Background: an optimization exercise with open tools, aiming at a short achievable clock period and few clock cycles per item. Do not read the settings as production practice.
Only simulation tests tie the RTL to the original design; equivalence was not proved.
Power is estimated from default activity; no workload was simulated.

==> flow/design.v (excerpt) <==
module mips_exec_top (
    input  wire         clk,
    input  wire         rst_n,
    input  wire         instr_valid,
    output logic        instr_ready,
    input  wire  [31:0] instr,
    output logic        retire_valid,
    input  wire         retire_ready,
    output logic [4:0]  retire_dest,
    output logic [31:0] retire_data,
    output logic        retire_wr_en
);
Size in the first run: ~15000 cells after synthesis, about 4500 flip-flops, ~190000 sq um of cells after synthesis.
==> flow/config.mk <==
export PLATFORM = sky130hd
export DESIGN_NAME = mips_exec_top
export DESIGN_NICKNAME = mips_exec_top
export VERILOG_FILES = /design/flow/design.v
export SDC_FILE = /design/flow/constraint.sdc
export NUM_CORES = 4
export LEC_CHECK = 0
export CAP_MARGIN = 20
export CORE_MARGIN = 2
export CORE_UTILIZATION = 42
export SLEW_MARGIN = 20
export SYNTH_HIERARCHICAL = 1
export SYNTH_MINIMUM_KEEP_SIZE = 0
==> flow/constraint.sdc <==
create_clock -name core_clock -period 10.0 [get_ports {clk}]
set_input_delay 2.0000 -clock core_clock [delete_from_list [all_inputs] [get_ports {clk}]]
set_output_delay 2.0000 -clock core_clock [all_outputs]
set_load 0.01 [all_outputs]
standard.sh (not shown) runs the stock make flow with config.mk's settings and CLKGATE_MAP_FILE= SYNTH_SCRIPT=/design/flow/synth_recipe.tcl, a recipe that flattens the netlist after the stock synthesis.
==> flow/flow/run.sh <==
#!/bin/bash
# The standard layout (the standard.sh, standard synthesis included),
# with ORFS's timing repair aimed at a 3 ns clock: SETUP_SLACK_MARGIN is
# the setup slack the repair steps aim for at the design's 10 ns period.
# The SDC, the clock period and every other setting are the standard flow's.
set -o pipefail
export SETUP_SLACK_MARGIN=7.0
bash standard.sh > standard.log 2>&1
status=$?
tail -20 standard.log
exit $status
Testbench counts at the start, summed over its fixed seeds: cycles 22,021, items 20,000.
==> next run, changes <==
--- a/flow/design.v
+++ b/flow/design.v
@@ -1504,75 +1504,81 @@
     input  wire         in_wr_en,
     output logic        retire_valid,
     input  wire         retire_ready,
     output logic [4:0]  retire_dest,
     output logic [31:0] retire_data,
     output logic        retire_wr_en
 );
     localparam int AW = $clog2(DEPTH);
     logic [37:0]   q [0:DEPTH-1];
     logic [AW-1:0] wp;
     logic [AW-1:0] rp;
-    logic [AW-1:0] rp1;
     logic [AW:0]   cnt;
-    logic          take;
-    logic          left_empty;   
+    logic          head_free;
+    logic          q_ne;
+    logic          push_q;
+    logic          pop_q;
     logic [37:0]   in_rec;
-    logic [37:0]   next_head;
-    assign in_rec     = {in_wr_en, in_dest, in_data};
-    assign rp1        = rp + 1'b1;
-    assign take       = retire_valid && retire_ready;
-    assign left_empty = (cnt == '0) || (cnt == (AW+1)'(1) && retire_ready);
-    assign next_head  = left_empty ? in_rec : retire_ready ? q[rp1] : q[rp];
+    logic [37:0]   q_head;
+    assign in_rec    = {in_wr_en, in_dest, in_data};
+    assign q_head    = q[rp];
+    assign q_ne      = (cnt != '0);
+    assign head_free = !retire_valid || retire_ready;
+    assign push_q    = in_valid && (q_ne || !head_free);
+    assign pop_q     = q_ne && head_free;
     always_ff @(posedge clk) begin
         if (!rst_n) begin
             retire_valid <= 1'b0;
             wp           <= '0;
             rp           <= '0;
             cnt          <= '0;
         end else begin
-            retire_valid <= !left_empty || in_valid;
-            if (in_valid) begin
+            if (head_free) begin
+                retire_valid <= q_ne || in_valid;
+            end
+            if (push_q) begin
                 wp <= wp + 1'b1;
             end
-            if (take) begin
-                rp <= rp1;
+            if (pop_q) begin
+                rp <= rp + 1'b1;
             end
-            cnt <= cnt + (AW+1)'(in_valid) - (AW+1)'(take);
+            cnt <= cnt + (AW+1)'(push_q) - (AW+1)'(pop_q);
         end
     end
     always_ff @(posedge clk) begin
-        {retire_wr_en, retire_dest, retire_data} <= next_head;
+        if (head_free) begin
+            {retire_wr_en, retire_dest, retire_data} <= q_ne ? q_head : in_rec;
+        end
     end
     always_ff @(posedge clk) begin
         if (in_valid) begin
             q[wp] <= in_rec;
         end
     end
 endmodule
 `default_nettype wire
 `default_nettype none
 module mips_exec_top (
     input  wire         clk,
     input  wire         rst_n,
     input  wire         instr_valid,
     output logic        instr_ready,
     input  wire  [31:0] instr,
     output logic        retire_valid,
     input  wire         retire_ready,
     output logic [4:0]  retire_dest,
     output logic [31:0] retire_data,
     output logic        retire_wr_en
 );
     localparam int RQ_DEPTH = 8;
-    localparam int CAP      = RQ_DEPTH;
+    localparam int CAP      = RQ_DEPTH + 1;
     localparam int MW       = 338;
     localparam int DW       = 16 + 31 + 31 + 5 + 5 + 5 + 2 + 9;
     logic          i_add, i_sub, i_mul, i_and, i_or, i_slt, i_addi, i_lw, i_sw;
     logic          i_use_rs, i_use_rt;
     logic [4:0]    i_dest;
     logic [31:0]   i_rs_oh;
     logic [31:0]   i_rt_oh;
     logic [DW-1:0] i_dec;
     instr_decode u_decode (
         .instr   (instr),
         .is_add  (i_add),
Outcome: The new run ran to the end with no violations; worst setup slack is worse by 0.041 ns; hold slack stays flat; cell count came out lower by 2.7%; via count came out lower by 3.8%; clock power hardly moves; global-route usage came out lower by 0.48 points; final area came out lower by 2.2%; clock skew came out higher by 0.026 ns; critical path depth came out lower by 12; power came out higher by 0.60%; area after synthesis came out lower by 1.5%; non-clock buffer count came out lower by 118; maximum frequency came out lower by 1.2%.
Testbench counts after the change, summed over its fixed seeds: cycles 22,021, items 20,000.

-- static timing again, ports no longer ideal --
The flow's constraints put no driver on any port. The routed layouts listed below were extracted and timed again, unchanged, in two steps.
Step 1 (the two cells are an assumption about what drives the block):
set clk [get_ports {clk}]
set_driving_cell -lib_cell sky130_fd_sc_hd__clkbuf_16 $clk
set_driving_cell -lib_cell sky130_fd_sc_hd__buf_2 [delete_from_list [all_inputs] $clk]
Step 2 times the ports against the registers' clock, not the clock port: input delays grow and output delays shrink by t, the midpoint of the rising clock arrivals with the driver on.
Three values: ideal, step 1, step 2; two values: the first two.
run | t, ns | setup WS [ns] | hold WS [ns] | slew at the worst register clock pin (ns) | worst slew at a driven data input, ns
the first run | 1.139 | 6.495 / 6.403 / 5.985 | 0.327 / 0.327 / 0.327 | 0.07 / 0.07 | 0.08
the second run | 1.122 | 6.454 / 6.324 / 5.966 | 0.325 / 0.325 / 0.325 | 0.07 / 0.07 | 0.27
After both steps setup and hold are still met in every run listed. The setup slack of the first run, which loses most, moves by -0.092 ns with the drivers and by -0.510 ns with both steps.
